Source: an optimization exercise on an open RTL-to-GDS flow (aim: a short achievable clock period and few clock cycles per item). Production flows keep margins and buffers that such runs may drop. At most, simulation tests tie the RTL to the original design; equivalence was not proved. Function not checked in run 2: the RTL went through the layout flow alone. Power figures rest on the tool's default switching activity, not on a simulated workload.

## flow/design.v (module list and top-level ports; edited modules follow where they fit)
// module muldiv_sequencer: 126 lines
// module muldiv_dstep4: 41 lines
// module muldiv_mul_a: 1814 lines
// module muldiv_mul_b: 8 lines
// module muldiv_add64: 783 lines
module muldiv_sequencer #(
   parameter int WIDTH = 32
) (
   input  logic              clk,
   input  logic              rst,
   input  logic              op_valid,
   input  logic [1:0]        op_code,
   input  logic [WIDTH-1:0]  src_a,
   input  logic [WIDTH-1:0]  src_b,
   input  logic              flush,
   output logic              busy,
   output logic              res_valid,
   output logic [WIDTH-1:0]  res_hi,
   output logic [WIDTH-1:0]  res_lo
);
  // ...
==> flow/run.sh <==
#!/bin/bash
# synth_recipe.tcl (not shown) runs the flow's synth.tcl, then flattens the netlist and writes it again
# the make line also repeats each setting of config.mk as NAME=value (left out here)
make -C /OpenROAD-flow-scripts/flow DESIGN_CONFIG=/design/flow/config.mk WORK_HOME=/design/flow/orfs CLKGATE_MAP_FILE= SYNTH_SCRIPT=/design/flow/synth_recipe.tcl finish
==> flow/config.mk <==
export PLATFORM = sky130hd
export DESIGN_NAME = muldiv_sequencer
export DESIGN_NICKNAME = muldiv_sequencer
export VERILOG_FILES = /design/flow/design.v
export SDC_FILE = /design/flow/constraint.sdc
export NUM_CORES = 4
export LEC_CHECK = 0
export CAP_MARGIN = 20
export CORE_MARGIN = 2
export CORE_UTILIZATION = 40
export SETUP_SLACK_MARGIN = 4.5
export SLEW_MARGIN = 20
==> flow/constraint.sdc <==
create_clock -name core_clock -period 10.5 [get_ports {clk}]
set_input_delay 2.1000 -clock core_clock [delete_from_list [all_inputs] [get_ports {clk}]]
set_output_delay 2.1000 -clock core_clock [all_outputs]
set_load 0.01 [all_outputs]
==> summary.txt, run 1 <==
- Number of setup buffers added after CTS: 422
- Summing all flip-flop and latch instances after layout gives 0.01323 mm².
- 136 I/O pins were placed.
- Longest Clk Path Bufs: 3
- Pin slew with the least headroom to its limit: 1.266 ns
* Origin of the worst min-delay path: aq_q[3]
* Met1 capacity usage during global routing: 46.27%
- Status: complete, no violations
- Cell area after synthesis: 0.08842 mm²
- Subtracting the final worst setup slack from the clock period gives 7.116 ns.
- Drt via density: between 6 and 7
- After synthesis the netlist holds a flip-flop and latch count of 526.
- Gates resized during post-CTS repair numbered 1241.
- Portion of total power attributed to sequential cells: 10.4%
- The internal power of the cells totals 0.01713 W.
- Clk cell area share: 2.080%
- Hold timing on the final database bottoms out at a slack of 0.4239 ns.
- The later pin in the worst-skew pair is clocked with a latency of 0.74 ns.
- In the final layout, the multi-input gates occupy 0.07644 mm².
- Remaining global-route overflow: 0
* Max cap viols: 0
- Combinational logic burns 83.0% of the power.
- Site row count: 172
- Critical register-to-register path startpoint: aq_q[30]
- Setup slack on the worst reg-to-reg path comes out at 4.17 ns.
* Antenna violations before repair: 37
- Summed over all layers, the routed wires come to 435400 µm.
Testbench counts, summed over its fixed seeds: cycles 6,345, ops 2,400.
==> module muldiv_sequencer, before the edit <==
module muldiv_sequencer #(
   parameter int WIDTH = 32
) (
   input  logic              clk,
   input  logic              rst,
   input  logic              op_valid,
   input  logic [1:0]        op_code,
   input  logic [WIDTH-1:0]  src_a,
   input  logic [WIDTH-1:0]  src_b,
   input  logic              flush,
   output logic              busy,
   output logic              res_valid,
   output logic [WIDTH-1:0]  res_hi,
   output logic [WIDTH-1:0]  res_lo
);
   localparam int NC = 127;    
   logic        op_signed, is_div;
   logic        sa, sb, bz;
   logic [31:0] mag_a, mag_b;
   logic [8:0]  lt;           
   logic [8:0]  first;        
   logic [3:0]  ndig;
   logic [31:0] r0, aq0;      
   logic        done1;        
   logic [15:1][35:0] m;      
   logic [NC-1:0] cols;
   assign op_signed = ~op_code[0];
   assign is_div    = op_code[1];
   assign sa        = op_signed & src_a[31];
   assign sb        = op_signed & src_b[31];
   assign mag_a     = sa ? -src_a : src_a;
   assign mag_b     = sb ? -src_b : src_b;
   assign bz        = (src_b == 32'd0);
   muldiv_mul_a u_mula (.x({sa, src_a}), .y({sb, src_b}), .c(cols));
   always_comb begin
      for (int k = 0; k < 8; k++) lt[k] = (mag_a >> (4 * k)) < mag_b;
      lt[8]    = 1'b1;
      first[0] = lt[0];
      for (int k = 1; k < 9; k++) first[k] = lt[k] & ~lt[k-1];
      ndig = 4'd0;
      r0   = 32'd0;
      aq0  = 32'd0;
      for (int k = 1; k < 9; k++)
         if (first[k]) begin
            ndig = 4'(k);
            r0   = r0 | (mag_a >> (4 * k));
            aq0  = aq0 | (mag_a << (32 - 4 * k));
         end
      for (int i = 1; i < 16; i++) m[i] = 36'(mag_b) * 36'(i);
   end
   assign done1 = bz | lt[0];
   logic          mul_q;            
   logic          div_q;            
   logic          out_q;            
   logic [2:0]    cnt_q;            
   logic [31:0]   r_q;              
   logic [31:0]   aq_q;             
   logic [31:0]   q_q, qm_q;        
   logic [15:1][35:0] m_q;
   logic          sq_q, sr_q;       
   logic [NC-1:0] cols_q;
   logic          idle, go;
   assign idle = ~mul_q & ~div_q & ~out_q;
   assign go   = idle & op_valid & ~flush;
   logic [31:0] r1;
   logic [31:0] rn_unused;
   logic [3:0]  j1;
   muldiv_dstep4 #(.NEG(0)) u_d (
      .t  ({r_q, aq_q[31:28]}),
      .m  (m_q),
      .r  (r1),
      .rn (rn_unused),
      .j  (j1)
   );
   logic [63:0] prod;
   muldiv_mul_b u_mulb (.cq(cols_q), .p(prod));
   always_comb begin
      if (mul_q) begin
         res_hi = prod[63:32];
         res_lo = prod[31:0];
      end else begin
         res_hi = sr_q ? -r_q : r_q;
         res_lo = sq_q ? ~qm_q : q_q;
      end
   end
   assign busy      = op_valid & ~flush & ~mul_q & ~out_q;
   assign res_valid = op_valid & ~flush & (mul_q | out_q);
   always_ff @(posedge clk or posedge rst) begin
      if (rst) begin
         mul_q <= 1'b0;
         div_q <= 1'b0;
         out_q <= 1'b0;
      end else if (~op_valid | flush) begin
         mul_q <= 1'b0;
         div_q <= 1'b0;
         out_q <= 1'b0;
      end else if (idle) begin
         mul_q <= ~is_div;
         div_q <= is_div & ~done1;
         out_q <= is_div & done1;
      end else begin
         mul_q <= 1'b0;
         div_q <= div_q & (cnt_q != 3'd0);
         out_q <= div_q & (cnt_q == 3'd0);
      end
   end
   always_ff @(posedge clk) cols_q <= cols;
   always_ff @(posedge clk) begin
      if (~div_q) begin
         cnt_q  <= 3'(ndig - 4'd1);
         aq_q   <= aq0;
         m_q    <= m;
         q_q    <= done1 ? (bz ? (sa ? 32'd1 : 32'hFFFFFFFF) : 32'd0) : 32'd0;
         qm_q   <= 32'hFFFFFFFF;
         r_q    <= done1 ? src_a : r0;
         sq_q   <= ~done1 & (sa ^ sb);
         sr_q   <= ~done1 & sa;
      end else if (div_q) begin
         cnt_q  <= cnt_q - 3'd1;
         aq_q   <= {aq_q[27:0], 4'd0};
         q_q    <= {q_q[27:0], j1};
         qm_q   <= (j1 != 4'd0) ? {q_q[27:0], j1 - 4'd1} : {qm_q[27:0], 4'hF};
         r_q    <= r1;
      end
   end
endmodule
==> inputs of run 2 (changes only) <==
--- a/flow/design.v
+++ b/flow/design.v
@@ -1,173 +1,6 @@
-module muldiv_sequencer #(
-   parameter int WIDTH = 32
-) (
-   input  logic              clk,
-   input  logic              rst,
-   input  logic              op_valid,
-   input  logic [1:0]        op_code,
-   input  logic [WIDTH-1:0]  src_a,
-   input  logic [WIDTH-1:0]  src_b,
-   input  logic              flush,
-   output logic              busy,
-   output logic              res_valid,
-   output logic [WIDTH-1:0]  res_hi,
-   output logic [WIDTH-1:0]  res_lo
-);
-   localparam int NC = 127;    
-   logic        op_signed, is_div;
-   logic        sa, sb, bz;
-   logic [31:0] mag_a, mag_b;
-   logic [8:0]  lt;           
-   logic [8:0]  first;        
-   logic [3:0]  ndig;
-   logic [31:0] r0, aq0;      
-   logic        done1;        
-   logic [15:1][35:0] m;      
-   logic [NC-1:0] cols;
-   assign op_signed = ~op_code[0];
-   assign is_div    = op_code[1];
-   assign sa        = op_signed & src_a[31];
-   assign sb        = op_signed & src_b[31];
-   assign mag_a     = sa ? -src_a : src_a;
-   assign mag_b     = sb ? -src_b : src_b;
-   assign bz        = (src_b == 32'd0);
-   muldiv_mul_a u_mula (.x({sa, src_a}), .y({sb, src_b}), .c(cols));
-   always_comb begin
-      for (int k = 0; k < 8; k++) lt[k] = (mag_a >> (4 * k)) < mag_b;
-      lt[8]    = 1'b1;
-      first[0] = lt[0];
-      for (int k = 1; k < 9; k++) first[k] = lt[k] & ~lt[k-1];
-      ndig = 4'd0;
-      r0   = 32'd0;
-      aq0  = 32'd0;
-      for (int k = 1; k < 9; k++)
-         if (first[k]) begin
-            ndig = 4'(k);
-            r0   = r0 | (mag_a >> (4 * k));
-            aq0  = aq0 | (mag_a << (32 - 4 * k));
-         end
-      for (int i = 1; i < 16; i++) m[i] = 36'(mag_b) * 36'(i);
-   end
-   assign done1 = bz | lt[0];
-   logic          mul_q;            
-   logic          div_q;            
-   logic          out_q;            
-   logic [2:0]    cnt_q;            
-   logic [31:0]   r_q;              
-   logic [31:0]   aq_q;             
-   logic [31:0]   q_q, qm_q;        
-   logic [15:1][35:0] m_q;
-   logic          sq_q, sr_q;       
-   logic [NC-1:0] cols_q;
-   logic          idle, go;
-   assign idle = ~mul_q & ~div_q & ~out_q;
-   assign go   = idle & op_valid & ~flush;
-   logic [31:0] r1;
-   logic [31:0] rn_unused;
-   logic [3:0]  j1;
-   muldiv_dstep4 #(.NEG(0)) u_d (
-      .t  ({r_q, aq_q[31:28]}),
-      .m  (m_q),
-      .r  (r1),
-      .rn (rn_unused),
-      .j  (j1)
-   );
-   logic [63:0] prod;
-   muldiv_mul_b u_mulb (.cq(cols_q), .p(prod));
-   always_comb begin
-      if (mul_q) begin
-         res_hi = prod[63:32];
-         res_lo = prod[31:0];
-      end else begin
-         res_hi = sr_q ? -r_q : r_q;
-         res_lo = sq_q ? ~qm_q : q_q;
-      end
-   end
-   assign busy      = op_valid & ~flush & ~mul_q & ~out_q;
-   assign res_valid = op_valid & ~flush & (mul_q | out_q);
-   always_ff @(posedge clk or posedge rst) begin
-      if (rst) begin
-         mul_q <= 1'b0;
-         div_q <= 1'b0;
-         out_q <= 1'b0;
-      end else if (~op_valid | flush) begin
-         mul_q <= 1'b0;
-         div_q <= 1'b0;
-         out_q <= 1'b0;
-      end else if (idle) begin
-         mul_q <= ~is_div;
-         div_q <= is_div & ~done1;
-         out_q <= is_div & done1;
-      end else begin
-         mul_q <= 1'b0;
-         div_q <= div_q & (cnt_q != 3'd0);
-         out_q <= div_q & (cnt_q == 3'd0);
-      end
-   end
-   always_ff @(posedge clk) cols_q <= cols;
-   always_ff @(posedge clk) begin
-      if (~div_q) begin
-         cnt_q  <= 3'(ndig - 4'd1);
-         aq_q   <= aq0;
-         m_q    <= m;
-         q_q    <= done1 ? (bz ? (sa ? 32'd1 : 32'hFFFFFFFF) : 32'd0) : 32'd0;
-         qm_q   <= 32'hFFFFFFFF;
-         r_q    <= done1 ? src_a : r0;
-         sq_q   <= ~done1 & (sa ^ sb);
-         sr_q   <= ~done1 & sa;
-      end else if (div_q) begin
-         cnt_q  <= cnt_q - 3'd1;
-         aq_q   <= {aq_q[27:0], 4'd0};
-         q_q    <= {q_q[27:0], j1};
-         qm_q   <= (j1 != 4'd0) ? {q_q[27:0], j1 - 4'd1} : {qm_q[27:0], 4'hF};
-         r_q    <= r1;
-      end
-   end
-endmodule
-module muldiv_dstep4 #(
-   parameter bit NEG = 0
-) (
-   input  logic [35:0]       t,
-   input  logic [15:1][35:0] m,
-   output logic [31:0]       r,
-   output logic [31:0]       rn,
-   output logic [3:0]        j
-);
-   logic [36:0] d  [0:15];
-   logic [36:0] n  [0:15];
-   logic [16:0] ge;
-   logic [15:0] sel;
-   logic [31:0] rr [0:15];
-   logic [31:0] nn [0:15];
-   always_comb begin
-      d[0]   = 37'(t);
-      n[0]   = -(37'(t));
-      ge[0]  = 1'b1;
-      ge[16] = 1'b0;
-      for (int i = 1; i < 16; i++) begin
-         d[i]  = 37'(t) - {1'b0, m[i]};
-         n[i]  = {1'b0, m[i]} - 37'(t);
-         ge[i] = ~d[i][36];
-      end
-      for (int i = 0; i < 16; i++) sel[i] = ge[i] & ~ge[i+1];
-      for (int i = 0; i < 16; i++) begin
-         rr[i] = {32{sel[i]}} & d[i][31:0];
-         nn[i] = {32{sel[i] & NEG}} & n[i][31:0];
-      end
-      for (int s = 1; s < 16; s = s * 2)
-         for (int i = 0; i < 16; i = i + 2 * s) begin
-            rr[i] = rr[i] | rr[i + s];
-            nn[i] = nn[i] | nn[i + s];
-         end
-      r  = rr[0];
-      rn = nn[0];
-      j  = '0;
-      for (int i = 0; i < 16; i++) j = j | ({4{sel[i]}} & 4'(i));
-   end
-endmodule
-module muldiv_mul_a (
+module muldiv_mul (
    input  logic [32:0] x,
    input  logic [32:0] y,
-   output logic [126:0] c
+   output logic [63:0] p
 );
    wire neg0 = y[1];
@@ -1852,138 +1685,6 @@
    wire s1053 = pp15_33 ^ pp16_31 ^ c930;
    wire c1054 = (pp15_33 & pp16_31) | (pp15_33 & c930) | (pp16_31 & c930);
-   assign c[0] = neg0;
-   assign c[1] = pp0_0;
-   assign c[2] = pp0_1;
-   assign c[3] = s931;
-   assign c[4] = pp1_0;
-   assign c[5] = c932;
-   assign c[6] = s933;
-   assign c[7] = c934;
-   assign c[8] = s935;
-   assign c[9] = c936;
-   assign c[10] = s937;
-   assign c[11] = c938;
-   assign c[12] = s939;
-   assign c[13] = c940;
-   assign c[14] = s941;
-   assign c[15] = c942;
-   assign c[16] = s943;
-   assign c[17] = c944;
-   assign c[18] = s945;
-   assign c[19] = c946;
-   assign c[20] = s947;
-   assign c[21] = c948;
-   assign c[22] = s949;
-   assign c[23] = c950;
-   assign c[24] = s951;
-   assign c[25] = c952;
-   assign c[26] = s953;
-   assign c[27] = c954;
-   assign c[28] = s955;
-   assign c[29] = c956;
-   assign c[30] = s957;
-   assign c[31] = c958;
-   assign c[32] = s959;
-   assign c[33] = c960;
-   assign c[34] = s961;
-   assign c[35] = c962;
-   assign c[36] = s963;
-   assign c[37] = c964;
-   assign c[38] = s965;
-   assign c[39] = c966;
-   assign c[40] = s967;
-   assign c[41] = c968;
-   assign c[42] = s969;
-   assign c[43] = c970;
-   assign c[44] = s971;
-   assign c[45] = c972;
-   assign c[46] = s973;
-   assign c[47] = c974;
-   assign c[48] = s975;
-   assign c[49] = c976;
-   assign c[50] = s977;
-   assign c[51] = c978;
-   assign c[52] = s979;
-   assign c[53] = c980;
-   assign c[54] = s981;
-   assign c[55] = c982;
-   assign c[56] = s983;
-   assign c[57] = c984;
-   assign c[58] = s985;
-   assign c[59] = c986;
-   assign c[60] = s987;
-   assign c[61] = c988;
-   assign c[62] = s989;
-   assign c[63] = c990;
-   assign c[64] = s991;
-   assign c[65] = c992;
-   assign c[66] = s993;
-   assign c[67] = c994;
-   assign c[68] = s995;
-   assign c[69] = c996;
-   assign c[70] = s997;
-   assign c[71] = c998;
-   assign c[72] = s999;
-   assign c[73] = c1000;
-   assign c[74] = s1001;
-   assign c[75] = c1002;
-   assign c[76] = s1003;
-   assign c[77] = c1004;
-   assign c[78] = s1005;
-   assign c[79] = c1006;
-   assign c[80] = s1007;
-   assign c[81] = c1008;
-   assign c[82] = s1009;
-   assign c[83] = c1010;
-   assign c[84] = s1011;
-   assign c[85] = c1012;
-   assign c[86] = s1013;
-   assign c[87] = c1014;
-   assign c[88] = s1015;
-   assign c[89] = c1016;
-   assign c[90] = s1017;
-   assign c[91] = c1018;
-   assign c[92] = s1019;
-   assign c[93] = c1020;
-   assign c[94] = s1021;
-   assign c[95] = c1022;
-   assign c[96] = s1023;
-   assign c[97] = c1024;
-   assign c[98] = s1025;
-   assign c[99] = c1026;
-   assign c[100] = s1027;
-   assign c[101] = c1028;
-   assign c[102] = s1029;
-   assign c[103] = c1030;
-   assign c[104] = s1031;
-   assign c[105] = c1032;
-   assign c[106] = s1033;
-   assign c[107] = c1034;
-   assign c[108] = s1035;
-   assign c[109] = c1036;
-   assign c[110] = s1037;
-   assign c[111] = c1038;
-   assign c[112] = s1039;
-   assign c[113] = c1040;
-   assign c[114] = s1041;
-   assign c[115] = c1042;
-   assign c[116] = s1043;
-   assign c[117] = c1044;
-   assign c[118] = s1045;
-   assign c[119] = c1046;
-   assign c[120] = s1047;
-   assign c[121] = c1048;
-   assign c[122] = s1049;
-   assign c[123] = c1050;
-   assign c[124] = s1051;
-   assign c[125] = c1052;
-   assign c[126] = s1053;
-endmodule
-module muldiv_mul_b (
-   input  logic [126:0] cq,
-   output logic [63:0] p
-);
-   wire [63:0] ra = {cq[125], cq[123], cq[121], cq[119], cq[117], cq[115], cq[113], cq[111], cq[109], cq[107], cq[105], cq[103], cq[101], cq[99], cq[97], cq[95], cq[93], cq[91], cq[89], cq[87], cq[85], cq[83], cq[81], cq[79], cq[77], cq[75], cq[73], cq[71], cq[69], cq[67], cq[65], cq[63], cq[61], cq[59], cq[57], cq[55], cq[53], cq[51], cq[49], cq[47], cq[45], cq[43], cq[41], cq[39], cq[37], cq[35], cq[33], cq[31], cq[29], cq[27], cq[25], cq[23], cq[21], cq[19], cq[17], cq[15], cq[13], cq[11], cq[9], cq[7], cq[5], cq[3], cq[2], cq[0]};
-   wire [63:0] rb = {cq[126], cq[124], cq[122], cq[120], cq[118], cq[116], cq[114], cq[112], cq[110], cq[108], cq[106], cq[104], cq[102], cq[100], cq[98], cq[96], cq[94], cq[92], cq[90], cq[88], cq[86], cq[84], cq[82], cq[80], cq[78], cq[76], cq[74], cq[72], cq[70], cq[68], cq[66], cq[64], cq[62], cq[60], cq[58], cq[56], cq[54], cq[52], cq[50], cq[48], cq[46], cq[44], cq[42], cq[40], cq[38], cq[36], cq[34], cq[32], cq[30], cq[28], cq[26], cq[24], cq[22], cq[20], cq[18], cq[16], cq[14], cq[12], cq[10], cq[8], cq[6], cq[4], 1'b0, cq[1]};
+   wire [63:0] ra = {c1052, c1050, c1048, c1046, c1044, c1042, c1040, c1038, c1036, c1034, c1032, c1030, c1028, c1026, c1024, c1022, c1020, c1018, c1016, c1014, c1012, c1010, c1008, c1006, c1004, c1002, c1000, c998, c996, c994, c992, c990, c988, c986, c984, c982, c980, c978, c976, c974, c972, c970, c968, c966, c964, c962, c960, c958, c956, c954, c952, c950, c948, c946, c944, c942, c940, c938, c936, c934, c932, s931, pp0_1, neg0};
+   wire [63:0] rb = {s1053, s1051, s1049, s1047, s1045, s1043, s1041, s1039, s1037, s1035, s1033, s1031, s1029, s1027, s1025, s1023, s1021, s1019, s1017, s1015, s1013, s1011, s1009, s1007, s1005, s1003, s1001, s999, s997, s995, s993, s991, s989, s987, s985, s983, s981, s979, s977, s975, s973, s971, s969, s967, s965, s963, s961, s959, s957, s955, s953, s951, s949, s947, s945, s943, s941, s939, s937, s935, s933, pp1_0, 1'b0, pp0_0};
    assign p = ra + rb;
 endmodule
@@ -2771,2 +2472,12 @@
    assign s = p0 ^ {g6[62:0], 1'b0};
 endmodule
+module muldiv_sequencer (input logic clk, input logic rst, input logic op_valid, input logic [1:0] op_code,
+  input logic [31:0] src_a, input logic [31:0] src_b, input logic flush, output logic busy, output logic res_valid,
+  output logic [31:0] res_hi, output logic [31:0] res_lo);
+  logic r;
+  always_ff @(posedge clk or posedge rst) if (rst) r <= 0; else r <= op_valid;
+  wire sa = ~op_code[0] & src_a[31];
+  wire sb = ~op_code[0] & src_b[31];
+  muldiv_mul m(.x({sa, src_a}), .y({sb, src_b}), .p({res_hi, res_lo}));
+  assign busy = r & flush; assign res_valid = op_valid;
+endmodule
--- a/flow/config.mk
+++ b/flow/config.mk
@@ -8,5 +8,5 @@
 export CAP_MARGIN = 20
 export CORE_MARGIN = 2
-export CORE_UTILIZATION = 40
-export SETUP_SLACK_MARGIN = 4.5
+export CORE_UTILIZATION = 70
+export PLACE_DENSITY = 0.8
 export SLEW_MARGIN = 20
==> run 2 against run 1 <==
Synthesized cell count is 49% lower. The run now fails in 5_1_grt. Area after synthesis is 59% lower.
==> summary.txt, run 2 <==
- In this run, synthesis inferred 0 flip-flops with an integrated enable.
- Synthesis handed over a netlist of 5288 instances.
- The cell area after technology mapping is 0.03591 mm² (-59%).
- In this run, distinct cell masters in the synthesized netlist total 76.
- Synthesized netlist net count: ~6000
- Yosys warns: 1
* Biggest area contributors in the synthesized netlist: sky130_fd_sc_hd__fa_1 26%, sky130_fd_sc_hd__a21oi_1 8.0%, sky130_fd_sc_hd__clkbuf_1 5.9%
* Leading cell type by number of instances after synthesis: sky130_fd_sc_hd__a21oi_1
* I/O Buffers: 134
- Average instance area after synthesis: between 6 and 7 µm²
- Count of boundary I/O pins: 136 (unchanged)
- Of all cell types, the one taking the most synthesized area is sky130_fd_sc_hd__fa_1.
* DP Wirelength: about 130000 µm
- Starting density of the core: 70.43%
* Halt point of the flow: 5_1_grt
- Counting tap cells, the placed design contains a total of 6425 instances.
- Post-synthesis async set-or-reset flop share: 100.0%
- The number of cell rows is 83 (-52%).
- Summed over its instances, the top area cell type makes up 26.14% of the synthesized netlist area.
* DIE HEIGHT: between 200 and 250 µm
- Fraction of the yosys area taken by sequential cells: 0.06968%
- Worst slack at placement: -1.082 ns
- The floorplan step set the die width to 230.5 µm.
* Placer Congestion: 1.088
* Error msg: [ERROR GRT-0232] Routing congestion too high. Check the congestion heatmap in the GUI.
* Primary FF master, synth: sky130_fd_sc_hd__dfrtp_1
* Status: stopped before the end
- Cell types with the highest counts after synthesis: 577 x sky130_fd_sc_hd__a21oi_1, 565 x sky130_fd_sc_hd__clkbuf_1, 555 x sky130_fd_sc_hd__nand2_1
- Number of synthesized register bits: 1 (-99.8%)
- Entering global routing, the biggest net connects 55 pins.
[run 2: cell count changes after synthesis, sizes merged, moves of 127 or more]
cell	change
o22ai	+155
xnor2	-981
edfxtp	-265
dfxtp	-258
clkbuf	+175
nor3	-127
a21o	-371
nand3	-132
maj3	+128
fa	-159
a22oi	-346
xor2	-180
inv	-755
ha	-939
[run 2: kinds of logic after synthesis]
| kind of cell | count (synthesis) | share of synthesized area (%) |
|---|---|---|
| muxes | 22 | 0.6620 |
| and+or+nand+nor | 1180 | 13.74 |
| DFF | 1 | 0.06967 |
| adders and majority gates | 714 | 33.77 |
| buffers and inverters | 1256 | 13.17 |
| AOI/OAI and AO/OA | 2022 | 36.31 |
| xor gates and xnor gates | 93 | 2.268 |
[run 2: worst max path at each step]
stage	end
floorplan	res_hi[29]
global placement	res_hi[31]
detailed placement	res_hi[28]
CTS	res_hi[29]
[run 2: metrics by stage]
| step | TNS, ns | cell area, µm² |
|---|---|---|
| 4_1_cts | -0.08366 | 44850 |
| 3_3_place_gp | -19.58 | 43820 |
| 3_5_place_dp | -25.71 | 43820 |
| 2_1_floorplan | 0 | 35920 |
[run 2: what timing repair did]
item,in CTS
hold buffers,0
setup buffers,27
gates resized for setup,277
pin swaps,70
setup endpoints to repair,40
cloned,4
[run 2: power groups by stage]
stage | Clock (W) | Combinational, W | Sequential (W)
3_5_place_dp | 0 | 0.0380 | 0.00000414
4_1_cts | 0 | 0.0400 | 0.00000414
3_3_place_gp | 0 | 0.0368 | 0.00000414
2_1_floorplan | 0 | 0.0186 | 0.00000414
==> inputs of run 3 (changes only) <==
--- a/flow/design.v
+++ b/flow/design.v
@@ -1,6 +1,241 @@
-module muldiv_mul (
+module muldiv_sequencer #(
+   parameter int WIDTH = 32
+) (
+   input  logic              clk,
+   input  logic              rst,
+   input  logic              op_valid,
+   input  logic [1:0]        op_code,
+   input  logic [WIDTH-1:0]  src_a,
+   input  logic [WIDTH-1:0]  src_b,
+   input  logic              flush,
+   output logic              busy,
+   output logic              res_valid,
+   output logic [WIDTH-1:0]  res_hi,
+   output logic [WIDTH-1:0]  res_lo
+);
+   localparam int NC = 192;    
+   localparam int B  = 4;     
+   localparam int ND = (32 + B - 1) / B;   
+   localparam int WA = ND * B;   
+   localparam int NM = (1 << B) - 1;       
+   localparam int MW = 33 + B;   
+   logic        op_signed, is_div;
+   logic        sa, sb;
+   logic [31:0] mag_a, mag_b;
+   logic [ND:0] lt;           
+   logic [ND:0] first;        
+   logic [3:0]  ndig;
+   logic [31:0] r0;           
+   logic [WA-1:0] aq0;        
+   logic        done1;        
+   logic [NM:1][MW-1:0] m;    
+   logic [NC-1:0] cols;
+   assign op_signed = ~op_code[0];
+   assign is_div    = op_code[1];
+   assign sa        = op_signed & src_a[31];
+   assign sb        = op_signed & src_b[31];
+   assign mag_a     = sa ? -src_a : src_a;
+   assign mag_b     = sb ? -src_b : src_b;
+   muldiv_mul_a2 u_mula (.x({sa, src_a}), .y({sb, src_b}), .c2(cols));
+   always_comb begin
+      for (int k = 0; k < ND; k++) lt[k] = (mag_a >> (B * k)) < mag_b;
+      lt[ND]   = 1'b1;
+      first[0] = lt[0];
+      for (int k = 1; k <= ND; k++) first[k] = lt[k] & ~lt[k-1];
+      ndig = 4'd0;
+      r0   = first[0] ? mag_a : 32'd0;
+      aq0  = '0;
+      for (int k = 1; k <= ND; k++)
+         if (first[k]) begin
+            ndig = 4'(k);
+            r0   = r0 | 32'(64'(mag_a) >> (B * k));
+            aq0  = aq0 | WA'(64'(mag_a) << (WA - B * k));
+         end
+      for (int i = 1; i <= NM; i++)
+         m[i] = sb ? ({{(MW-32){1'b0}}, ~src_b} * MW'(i) + MW'(i))
+                   : ({{(MW-32){1'b0}}, src_b} * MW'(i));
+   end
+   assign done1 = lt[0];
+   logic [NM:1]        bl0, bl_n;
+   logic [NM:1][B-1:0] dl0, dl_n;
+   logic [NM:0]        cn0, cn_n;
+   logic [NM:0][B-1:0] dn0, dn_n;
+   always_comb begin
+      bl0 = '0;
+      dl0 = '0;
+      cn0 = '0;
+      dn0 = '0;
+      for (int k = 1; k <= ND; k++) begin
+         logic [B-1:0] top;
+         top = B'(64'(mag_a) >> (B * k - B));
+         if (first[k]) begin
+            cn0[0] = (top == B'(0));
+            dn0[0] = B'(0) - top;
+         end
+         for (int i = 1; i <= NM; i++)
+            if (first[k]) begin
+               bl0[i] = top < m[i][B-1:0];
+               dl0[i] = top - m[i][B-1:0];
+               cn0[i] = (top < m[i][B-1:0]) | (top == m[i][B-1:0]);
+               dn0[i] = m[i][B-1:0] - top;
+            end
+      end
+      cn_n[0] = (aq_q[WA-B-1:WA-2*B] == B'(0));
+      dn_n[0] = B'(0) - aq_q[WA-B-1:WA-2*B];
+      for (int i = 1; i <= NM; i++) begin
+         bl_n[i] = aq_q[WA-B-1:WA-2*B] < m_q[i][B-1:0];
+         dl_n[i] = aq_q[WA-B-1:WA-2*B] - m_q[i][B-1:0];
+         cn_n[i] = aq_q[WA-B-1:WA-2*B] <= m_q[i][B-1:0];
+         dn_n[i] = m_q[i][B-1:0] - aq_q[WA-B-1:WA-2*B];
+      end
+   end
+   logic          mul_q;            
+   logic          div_q;            
+   logic          out_q;            
+   logic [2:0]    cnt_q;            
+   logic [31:0]   r_q;              
+   logic [WA-1:0] aq_q;             
+   logic [31:0]   q_q, qm_q;        
+   logic [NM:1][MW-1:0] m_q;
+   logic [NM:1]   bl_q;             
+   logic [NM:1][B-1:0] dl_q;        
+   logic [NM:0]   cn_q;             
+   logic [NM:0][B-1:0] dn_q;        
+   logic [31:0]   rn_q;             
+   logic          sq_q, sr_q;       
+   logic [NC-1:0] cols_q;
+   logic          idle, go;
+   assign idle = ~mul_q & ~div_q & ~out_q;
+   assign go   = idle & op_valid & ~flush;
+   logic [31:0] r1, rn1;
+   logic [B-1:0] j1;
+   muldiv_dstep u_d (
+      .r0 (r_q),
+      .d0 (aq_q[WA-1:WA-B]),
+      .bl (bl_q),
+      .dl (dl_q),
+      .cn (cn_q),
+      .dn (dn_q),
+      .m  (m_q),
+      .r  (r1),
+      .rn (rn1),
+      .j  (j1)
+   );
+   logic [63:0] prod;
+   muldiv_mul_b2 u_mulb (.cq(cols_q), .p(prod));
+   always_comb begin
+      if (mul_q) begin
+         res_hi = prod[63:32];
+         res_lo = prod[31:0];
+      end else begin
+         res_hi = sr_q ? rn_q : r_q;
+         res_lo = sq_q ? ~qm_q : q_q;
+      end
+   end
+   assign busy      = op_valid & ~flush & ~mul_q & ~out_q;
+   assign res_valid = op_valid & ~flush & (mul_q | out_q);
+   always_ff @(posedge clk or posedge rst) begin
+      if (rst) begin
+         mul_q <= 1'b0;
+         div_q <= 1'b0;
+         out_q <= 1'b0;
+      end else if (~op_valid | flush) begin
+         mul_q <= 1'b0;
+         div_q <= 1'b0;
+         out_q <= 1'b0;
+      end else if (idle) begin
+         mul_q <= ~is_div;
+         div_q <= is_div & ~done1;
+         out_q <= is_div & done1;
+      end else begin
+         mul_q <= 1'b0;
+         div_q <= div_q & (cnt_q != 3'd0);
+         out_q <= div_q & (cnt_q == 3'd0);
+      end
+   end
+   always_ff @(posedge clk) begin
+      cols_q <= cols;
+      m_q    <= m;
+   end
+   always_ff @(posedge clk) begin
+      if (~div_q) begin
+         cnt_q  <= 3'(ndig - 4'd1);
+         aq_q   <= aq0;
+         q_q    <= 32'd0;
+         qm_q   <= 32'hFFFFFFFF;
+         r_q    <= r0;
+         rn_q   <= src_a;
+         bl_q   <= bl0;
+         dl_q   <= dl0;
+         cn_q   <= cn0;
+         dn_q   <= dn0;
+         sq_q   <= sa ^ sb;
+         sr_q   <= sa;
+      end else if (div_q) begin
+         cnt_q  <= cnt_q - 3'd1;
+         aq_q   <= {aq_q[WA-B-1:0], B'(0)};
+         q_q    <= {q_q[31-B:0], j1};
+         qm_q   <= (j1 != B'(0)) ? {q_q[31-B:0], j1 - B'(1)} : {qm_q[31-B:0], {B{1'b1}}};
+         r_q    <= r1;
+         rn_q   <= rn1;
+         bl_q   <= bl_n;
+         dl_q   <= dl_n;
+         cn_q   <= cn_n;
+         dn_q   <= dn_n;
+      end
+   end
+endmodule
+module muldiv_dstep #(
+   parameter int B  = 4,
+   parameter int NM = (1 << B) - 1,
+   parameter int MW = 33 + B
+) (
+   input  logic [31:0]           r0,
+   input  logic [B-1:0]          d0,
+   input  logic [NM:1]           bl,
+   input  logic [NM:1][B-1:0]    dl,
+   input  logic [NM:0]           cn,
+   input  logic [NM:0][B-1:0]    dn,
+   input  logic [NM:1][MW-1:0]   m,
+   output logic [31:0]           r,
+   output logic [31:0]           rn,
+   output logic [B-1:0]          j
+);
+   logic [33:0]  dh [0:NM];
+   logic [33:0]  nh [0:NM];
+   logic [31:0]  nn [0:NM];
+   logic [NM+1:0] ge;
+   logic [NM:0]  sel;
+   logic [31:0]  rr [0:NM];
+   always_comb begin
+      dh[0]    = 34'(r0);
+      nh[0]    = {2'b00, ~r0} + {33'd0, cn[0]};
+      for (int i = 1; i <= NM; i++) nh[i] = {1'b0, m[i][MW-1:B]} + {2'b00, ~r0} + {33'd0, cn[i]};
+      ge[0]    = 1'b1;
+      ge[NM+1] = 1'b0;
+      for (int i = 1; i <= NM; i++) begin
+         dh[i] = 34'(r0) + ~(34'(m[i][MW-1:B])) + {33'd0, ~bl[i]};
+         ge[i] = ~dh[i][33];
+      end
+      for (int i = 0; i <= NM; i++) sel[i] = ge[i] & ~ge[i+1];
+      rr[0] = {32{sel[0]}} & {r0[31-B:0], d0};
+      for (int i = 1; i <= NM; i++) rr[i] = {32{sel[i]}} & {dh[i][31-B:0], dl[i]};
+      for (int i = 0; i <= NM; i++) nn[i] = {32{sel[i]}} & {nh[i][31-B:0], dn[i]};
+      for (int s = 1; s <= NM; s = s * 2)
+         for (int i = 0; i + s <= NM; i = i + 2 * s)
+         begin
+            rr[i] = rr[i] | rr[i + s];
+            nn[i] = nn[i] | nn[i + s];
+         end
+      r  = rr[0];
+      rn = nn[0];
+      j = '0;
+      for (int i = 0; i <= NM; i++) j = j | ({B{sel[i]}} & B'(i));
+   end
+endmodule
+module muldiv_mul_a (
    input  logic [32:0] x,
    input  logic [32:0] y,
-   output logic [63:0] p
+   output logic [126:0] c
 );
    wire neg0 = y[1];
@@ -1685,15 +1920,157 @@
    wire s1053 = pp15_33 ^ pp16_31 ^ c930;
    wire c1054 = (pp15_33 & pp16_31) | (pp15_33 & c930) | (pp16_31 & c930);
-   wire [63:0] ra = {c1052, c1050, c1048, c1046, c1044, c1042, c1040, c1038, c1036, c1034, c1032, c1030, c1028, c1026, c1024, c1022, c1020, c1018, c1016, c1014, c1012, c1010, c1008, c1006, c1004, c1002, c1000, c998, c996, c994, c992, c990, c988, c986, c984, c982, c980, c978, c976, c974, c972, c970, c968, c966, c964, c962, c960, c958, c956, c954, c952, c950, c948, c946, c944, c942, c940, c938, c936, c934, c932, s931, pp0_1, neg0};
-   wire [63:0] rb = {s1053, s1051, s1049, s1047, s1045, s1043, s1041, s1039, s1037, s1035, s1033, s1031, s1029, s1027, s1025, s1023, s1021, s1019, s1017, s1015, s1013, s1011, s1009, s1007, s1005, s1003, s1001, s999, s997, s995, s993, s991, s989, s987, s985, s983, s981, s979, s977, s975, s973, s971, s969, s967, s965, s963, s961, s959, s957, s955, s953, s951, s949, s947, s945, s943, s941, s939, s937, s935, s933, pp1_0, 1'b0, pp0_0};
-   assign p = ra + rb;
+   assign c[0] = neg0;
+   assign c[1] = pp0_0;
+   assign c[2] = pp0_1;
+   assign c[3] = s931;
+   assign c[4] = pp1_0;
+   assign c[5] = c932;
+   assign c[6] = s933;
+   assign c[7] = c934;
+   assign c[8] = s935;
+   assign c[9] = c936;
+   assign c[10] = s937;
+   assign c[11] = c938;
+   assign c[12] = s939;
+   assign c[13] = c940;
+   assign c[14] = s941;
+   assign c[15] = c942;
+   assign c[16] = s943;
+   assign c[17] = c944;
+   assign c[18] = s945;
+   assign c[19] = c946;
+   assign c[20] = s947;
+   assign c[21] = c948;
+   assign c[22] = s949;
+   assign c[23] = c950;
+   assign c[24] = s951;
+   assign c[25] = c952;
+   assign c[26] = s953;
+   assign c[27] = c954;
+   assign c[28] = s955;
+   assign c[29] = c956;
+   assign c[30] = s957;
+   assign c[31] = c958;
+   assign c[32] = s959;
+   assign c[33] = c960;
+   assign c[34] = s961;
+   assign c[35] = c962;
+   assign c[36] = s963;
+   assign c[37] = c964;
+   assign c[38] = s965;
+   assign c[39] = c966;
+   assign c[40] = s967;
+   assign c[41] = c968;
+   assign c[42] = s969;
+   assign c[43] = c970;
+   assign c[44] = s971;
+   assign c[45] = c972;
+   assign c[46] = s973;
+   assign c[47] = c974;
+   assign c[48] = s975;
+   assign c[49] = c976;
+   assign c[50] = s977;
+   assign c[51] = c978;
+   assign c[52] = s979;
+   assign c[53] = c980;
+   assign c[54] = s981;
+   assign c[55] = c982;
+   assign c[56] = s983;
+   assign c[57] = c984;
+   assign c[58] = s985;
+   assign c[59] = c986;
+   assign c[60] = s987;
+   assign c[61] = c988;
+   assign c[62] = s989;
+   assign c[63] = c990;
+   assign c[64] = s991;
+   assign c[65] = c992;
+   assign c[66] = s993;
+   assign c[67] = c994;
+   assign c[68] = s995;
+   assign c[69] = c996;
+   assign c[70] = s997;
+   assign c[71] = c998;
+   assign c[72] = s999;
+   assign c[73] = c1000;
+   assign c[74] = s1001;
+   assign c[75] = c1002;
+   assign c[76] = s1003;
+   assign c[77] = c1004;
+   assign c[78] = s1005;
+   assign c[79] = c1006;
+   assign c[80] = s1007;
+   assign c[81] = c1008;
+   assign c[82] = s1009;
+   assign c[83] = c1010;
+   assign c[84] = s1011;
+   assign c[85] = c1012;
+   assign c[86] = s1013;
+   assign c[87] = c1014;
+   assign c[88] = s1015;
+   assign c[89] = c1016;
+   assign c[90] = s1017;
+   assign c[91] = c1018;
+   assign c[92] = s1019;
+   assign c[93] = c1020;
+   assign c[94] = s1021;
+   assign c[95] = c1022;
+   assign c[96] = s1023;
+   assign c[97] = c1024;
+   assign c[98] = s1025;
+   assign c[99] = c1026;
+   assign c[100] = s1027;
+   assign c[101] = c1028;
+   assign c[102] = s1029;
+   assign c[103] = c1030;
+   assign c[104] = s1031;
+   assign c[105] = c1032;
+   assign c[106] = s1033;
+   assign c[107] = c1034;
+   assign c[108] = s1035;
+   assign c[109] = c1036;
+   assign c[110] = s1037;
+   assign c[111] = c1038;
+   assign c[112] = s1039;
+   assign c[113] = c1040;
+   assign c[114] = s1041;
+   assign c[115] = c1042;
+   assign c[116] = s1043;
+   assign c[117] = c1044;
+   assign c[118] = s1045;
+   assign c[119] = c1046;
+   assign c[120] = s1047;
+   assign c[121] = c1048;
+   assign c[122] = s1049;
+   assign c[123] = c1050;
+   assign c[124] = s1051;
+   assign c[125] = c1052;
+   assign c[126] = s1053;
+endmodule
+module muldiv_mul_a2 (
+   input  logic [32:0]  x,
+   input  logic [32:0]  y,
+   output logic [191:0] c2
+);
+   logic [126:0] c;
+   muldiv_mul_a u_a (.x(x), .y(y), .c(c));
+   wire [63:0] ra = {c[125], c[123], c[121], c[119], c[117], c[115], c[113], c[111], c[109], c[107], c[105], c[103], c[101], c[99], c[97], c[95], c[93], c[91], c[89], c[87], c[85], c[83], c[81], c[79], c[77], c[75], c[73], c[71], c[69], c[67], c[65], c[63], c[61], c[59], c[57], c[55], c[53], c[51], c[49], c[47], c[45], c[43], c[41], c[39], c[37], c[35], c[33], c[31], c[29], c[27], c[25], c[23], c[21], c[19], c[17], c[15], c[13], c[11], c[9], c[7], c[5], c[3], c[2], c[0]};
+   wire [63:0] rb = {c[126], c[124], c[122], c[120], c[118], c[116], c[114], c[112], c[110], c[108], c[106], c[104], c[102], c[100], c[98], c[96], c[94], c[92], c[90], c[88], c[86], c[84], c[82], c[80], c[78], c[76], c[74], c[72], c[70], c[68], c[66], c[64], c[62], c[60], c[58], c[56], c[54], c[52], c[50], c[48], c[46], c[44], c[42], c[40], c[38], c[36], c[34], c[32], c[30], c[28], c[26], c[24], c[22], c[20], c[18], c[16], c[14], c[12], c[10], c[8], c[6], c[4], 1'b0, c[1]};
+   muldiv_add64_a u_add (.a(ra), .b(rb), .c(c2));
 endmodule
-module muldiv_add64 (
-   input  logic [63:0] a,
-   input  logic [63:0] b,
-   output logic [63:0] s
+module muldiv_mul_b2 (
+   input  logic [191:0] cq,
+   output logic [63:0]  p
 );
-   wire [63:0] p0 = a ^ b;
+   muldiv_add64_b u_add (.c(cq), .s(p));
+endmodule
+module muldiv_add64_a (
+   input  logic [63:0]  a,
+   input  logic [63:0]  b,
+   output logic [191:0] c
+);
+   wire [63:0] x0 = a ^ b;
    wire [63:0] g0 = a & b;
+   wire [63:0] p0 = a | b;
    wire [63:0] g1, p1;
    assign g1[0] = g0[0];
@@ -1954,4 +2331,13 @@
    assign g2[63] = g1[63] | (p1[63] & g1[61]);
    assign p2[63] = p1[63] & p1[61];
+   assign c = {x0, p2, g2};
+endmodule
+module muldiv_add64_b (
+   input  logic [191:0] c,
+   output logic [63:0]  s
+);
+   wire [63:0] x0 = c[191:128];
+   wire [63:0] p2 = c[127:64];
+   wire [63:0] g2 = c[63:0];
    wire [63:0] g3, p3;
    assign g3[0] = g2[0];
@@ -2470,14 +2856,4 @@
    assign g6[63] = g5[63] | (p5[63] & g5[31]);
    assign p6[63] = p5[63] & p5[31];
-   assign s = p0 ^ {g6[62:0], 1'b0};
-endmodule
-module muldiv_sequencer (input logic clk, input logic rst, input logic op_valid, input logic [1:0] op_code,
-  input logic [31:0] src_a, input logic [31:0] src_b, input logic flush, output logic busy, output logic res_valid,
-  output logic [31:0] res_hi, output logic [31:0] res_lo);
-  logic r;
-  always_ff @(posedge clk or posedge rst) if (rst) r <= 0; else r <= op_valid;
-  wire sa = ~op_code[0] & src_a[31];
-  wire sb = ~op_code[0] & src_b[31];
-  muldiv_mul m(.x({sa, src_a}), .y({sb, src_b}), .p({res_hi, res_lo}));
-  assign busy = r & flush; assign res_valid = op_valid;
+   assign s = x0 ^ {g6[62:0], 1'b0};
 endmodule
--- a/flow/config.mk
+++ b/flow/config.mk
@@ -8,5 +8,5 @@
 export CAP_MARGIN = 20
 export CORE_MARGIN = 2
-export CORE_UTILIZATION = 70
-export PLACE_DENSITY = 0.8
+export CORE_UTILIZATION = 40
+export SETUP_SLACK_MARGIN = 4.5
 export SLEW_MARGIN = 20
==> run 3 against run 2 <==
The run now finishes clean. Area after synthesis increased to 4.4 times the previous value. Synthesized cell count increased to 3.7 times the previous value.
==> summary.txt, run 3 <==
* Status: complete, no violations
- The number of cells in the design after placement was 24660 (+280%).
- The worst register-to-register path begins at bl_q[2].
* Count of boundary I/O pins: 136 (unchanged)
- The via count of the first global-routing pass was 166604.
- Counting the buffers created by CTS gives 119.
- The post-placement setup slack was 0.7509 ns (+1.833 ns).
- The endpoint identified for the worst register-to-register timing path is r_q[4].
- For the final database, setup skew stands at 0.1148 ns.
- The register with the most flip-flops in the final layout is m_q.
* Reg2Reg Depth: 17
- The count of state elements after synthesis came to 810 (+809).
- Cell types with the highest counts after synthesis: 2269 x sky130_fd_sc_hd__ha_1, 2052 x sky130_fd_sc_hd__inv_1, 1635 x sky130_fd_sc_hd__xnor2_1
- For this run, the number of standard cells in the final layout without fillers is 26103.
* Routed Antenna Nets: 0
- Among all flip-flop cells after synthesis, the most frequent one is sky130_fd_sc_hd__dfxtp_1.
- The top cell types in the final layout, fill and taps aside, are 2056 x sky130_fd_sc_hd__ha_1, 1829 x sky130_fd_sc_hd__inv_1, 1530 x sky130_fd_sc_hd__xnor2_1, 1394 x sky130_fd_sc_hd__a21oi_1, 1195 x sky130_fd_sc_hd__buf_4.
- The die boundary height came to 630.8 µm (+170%).
- CTS tree: built
- The number of buffers added on ports was 135 (+0.75%).
- Critical path capture point type: primary output
- Leading cell type by number of instances after synthesis: sky130_fd_sc_hd__ha_1
* DRT iter0 DRCs: approximately 26000
- After routing the design area is 0.1987 mm².
* Final-stage net count: 23946
- Average instance area after synthesis: 7.990 µm² (+18%)
- Hold violation total from the final report: 0
- After layout, the worst path uses 63.37% of the clock period.
- The clock passes through at most 4 buffers.
* Combinational share of power: 87.4%
- The worst hold path belongs to the class register to register.
- The floorplan step defined a core boundary enclosing 0.3917 mm².
- Worst vdd rail ir drop: around 1.8 mV
- The share of the synthesized area in the top cell type is 18.06% (-8.1 points).
- Root buffer selected by CTS: sky130_fd_sc_hd__clkbuf_16
- Setup repair after global routing could not meet its margin everywhere.
- The worst setup path is launched from a register.
- For this run, the detailed router's first-pass iteration total came to 12.
* Count of H-tree levels built during CTS: 3
- The routed layout has roughly 180k vias.
- Clk network pwr share: 5.2%
- Count of hold-fix buffers inserted at cts: 0 (unchanged)
* CP max FO: 3
- Fraction of the yosys area taken by sequential cells: 10.34% (+10 points)
* Synthesized netlist net count: 22980 (+290%)
- Area of the die: 0.3979 mm²
- The die width is 630.8 µm (+170%).
- Endpoint of the worst hold-timing path: aq_q[7]
- Max frequency: 150.3 MHz
* Data arrival time of the critical path: roughly 4.6 ns
- The number of warnings printed during yosys synthesis came to 6 (+5).
* Slack of the worst reg-to-reg path: 3.92 ns
- Setup violations remaining at the end of the flow were counted as 0.
- Pin count of the biggest net entering global routing: 77
- Global-route wire length before repair: about 1500000 µm
- For the worst setup path, the data required time is roughly 8.4 ns.
- The later pin in the worst-skew pair is clocked with a latency of approximately 1 ns.
- Drt via density: 6.814
- Number of library cell types mapped by synthesis: 103 (+36%)
* Most common library cell in the layout ignoring fill and taps: sky130_fd_sc_hd__ha_1
- Final Critical Period: 6.654 ns
- In the post-route analysis, the smallest setup slack over all paths is 3.846 ns.
- Max Slew Vio Count: 0
- For this run, the total global-route usage over all layers was measured as 52.95%.
- CTS saw 810 sinks.
- Portion of total power attributed to sequential cells: 7.4%
- Yosys attributes the largest share of cell area to sky130_fd_sc_hd__ha_1 18%, sky130_fd_sc_hd__fa_1 12%, sky130_fd_sc_hd__dfxtp_1 10%.
- Final routed wirelength across all metal layers: 1105000 µm
- In this run switching power makes up 57.81% of total power.
- The worst pin sits at a relative slew slack of 7.189%.
- DRC viols: 0
- The sum of net half-perimeters after detailed placement came to 830800 µm (+540%).
* Mean routed wirelength per cell: between 40 and 50 µm
- Hold path cells: 2
- The count of mapped cells out of synthesis was 19668 (+270%).
- Cell area after synthesis: 0.1572 mm² (+340%)
- Post-synthesis async set-or-reset flop share: 0.3704% (-100 points)
- Largest registers: m_q x368, cols_q x186
* Power density normalized to cell area: 441.6 mW/mm²
* Standby leakage power: 86.79 nW
- The tool flagged a number of max-cap violations equal to 0.
- The register with the most flip-flops in the layout has about 370 of them.
- Final Util: between 50% and 60%
- Setup total negative slack on the finished layout was measured at 0 ns.
- Placer Congestion: 1.149 (+5.6%)
- Launching instance or port of the critical path: cols_q[2]
- Origin of the worst min-delay path: aq_q[3]
* Switching Power: 0.05074 W
- Crit path kind: register to primary output
- The largest total area in the synthesized netlist belongs to sky130_fd_sc_hd__ha_1.
- For the pin with the worst max-slew slack, the measured transition is approximately 1.4 ns.
- The count of flip-flops with a built-in enable after synthesis came to 2 (+2).
- Clock-pin slew was measured on the worst setup and hold paths at about 0.06 ns.
- The placement-stage cell area was 0.1673 mm² (+280%).
- The number of cell rows is 230 (+180%).
- Starting density of the core: 40.12% (-30 points)
* Remaining global-route overflow: 0
- The internal power of the cells totals ~0.037 W.
- The area growth from synthesis to layout is 26.47%.
- The initial antenna violation count was 161.
- The post-route netlist has between 20% and 30% of its cells at a drive strength greater than 1.
[run 3: metrics by stage]
stage / hold WS, ns / total power [W]
after floorplan: 0.4056 / 0.03689
after global placement: 0.4138 / 0.05943
after detailed placement: 0.4187 / 0.05935
after CTS: 0.4321 / 0.07265
after global routing: 0.4394 / 0.08976
final: 0.4307 / 0.08777
[run 3: power by group through the flow]
stage	sequential, W	clock [W]	combinational [W]
after global routing	0.00641	0.00464	0.0787
after detailed placement	0.00630	0	0.0530
after floorplan	0.00525	0	0.0316
after CTS	0.00634	0.00453	0.0618
after global placement	0.00632	0	0.0531
final	0.00653	0.00456	0.0767
[run 3: layer usage]
layer	vias to the layer above	global-route usage (%)	routed length (µm)
met1	86191	57.53	369200
met4	79	55.29	149200
li1	71658	-	-
met3	5386	22.16	151600
met5	-	0.1691	1078
met2	14549	75.14	433800
[run 3: worst max path at each step]
stage                             to  cells after the start
after floorplan           cols_q[38]                     22
after global placement        r_q[5]                     23
after detailed placement      r_q[5]                     23
after CTS                     r_q[5]                     21
after global routing          r_q[5]                     22
final                     res_hi[27]                     14
[run 3: cell families after synthesis]
family | Yosys count | synth area share, %
muxes | 141 | 0.9196
adders and majority gates | 3243 | 30.47
AOI/OAI and AO/OA | 6188 | 26.03
and+or+nand+nor | 3841 | 11.84
DFF | 810 | 10.34
buffers and inverters | 3146 | 7.591
xor gates and xnor gates | 2299 | 12.81
[run 3: layout make-up]
type	count	area (µm²)
repair inverters	2	16.27
flip-flops and latches	810	16280
clock buffers	149	3251
well taps	5220	6531
clock inverters	70	877.1
repair buffers	1887	19800
inverters	2078	8164
diodes	151	377.9
fillers	37207	192900
multi-input cells	15736	143500
[run 3: what timing repair did]
item | 4_1_cts | 5_1_grt
gates cloned | 69 | 8
endpoints found under the setup margin | 626 | 469
setup buffers | 592 | 403
pin swaps | 591 | 687
gates resized for setup | 2422 | 1318
[run 3: worst max-delay path: stages, from the launching register on]
cell and delay, ns:
sky130_fd_sc_hd__dfxtp_2 0.32, sky130_fd_sc_hd__a21o_1 0.17, sky130_fd_sc_hd__a21o_1 0.19, sky130_fd_sc_hd__a21o_1 0.18, sky130_fd_sc_hd__a21o_1 0.22, sky130_fd_sc_hd__a21oi_4 0.24, sky130_fd_sc_hd__o21ai_4 0.10, sky130_fd_sc_hd__a2111oi_4 0.36
sky130_fd_sc_hd__buf_4 0.21, sky130_fd_sc_hd__o31ai_4 0.14, sky130_fd_sc_hd__a21o_4 0.32, sky130_fd_sc_hd__a21oi_4 0.18, sky130_fd_sc_hd__xor2_4 0.51, sky130_fd_sc_hd__mux2i_4 0.21, sky130_fd_sc_hd__buf_6 0.19
Testbench counts of run 3, summed over its fixed seeds: cycles 6,345, ops 2,400.

afterwards: timing with drivers on the ports:
How much do the figures lean on ideal ports? The routed layouts below were timed once more, with nothing changed but the port constraints.
Step 1 sets driving cells, clkbuf_16 on the clock port and buf_2 on the other inputs (assumed; they add their load-dependent delay and slew).
Step 2, shift: input delay + t, output delay - t, t = (earliest + latest rising clock arrival at the registers) / 2. This alone moves slack from input paths to output paths.
Three values: ideal ports, drivers, drivers and shift; two values: the first two.
| run | t (ns) | setup slack, ns | worst hold slack (ns) | latest minus earliest clock arrival (ns) | worst data-port slew with drivers (ns) |
|---|---|---|---|---|---|
| run 1 | 0.816 | 3.384 / 3.283 / 2.878 | 0.424 / 0.424 / 0.424 | 0.043 / 0.043 | 0.17 |
| run 3 | 1.079 | 3.846 / 3.743 / 2.782 | 0.431 / 0.431 / 0.431 | 0.115 / 0.115 | 0.31 |
After both steps setup and hold are still met in every run listed. The setup slack of run 3, which loses most, moves by -0.103 ns with the drivers and by -1.064 ns with both steps.
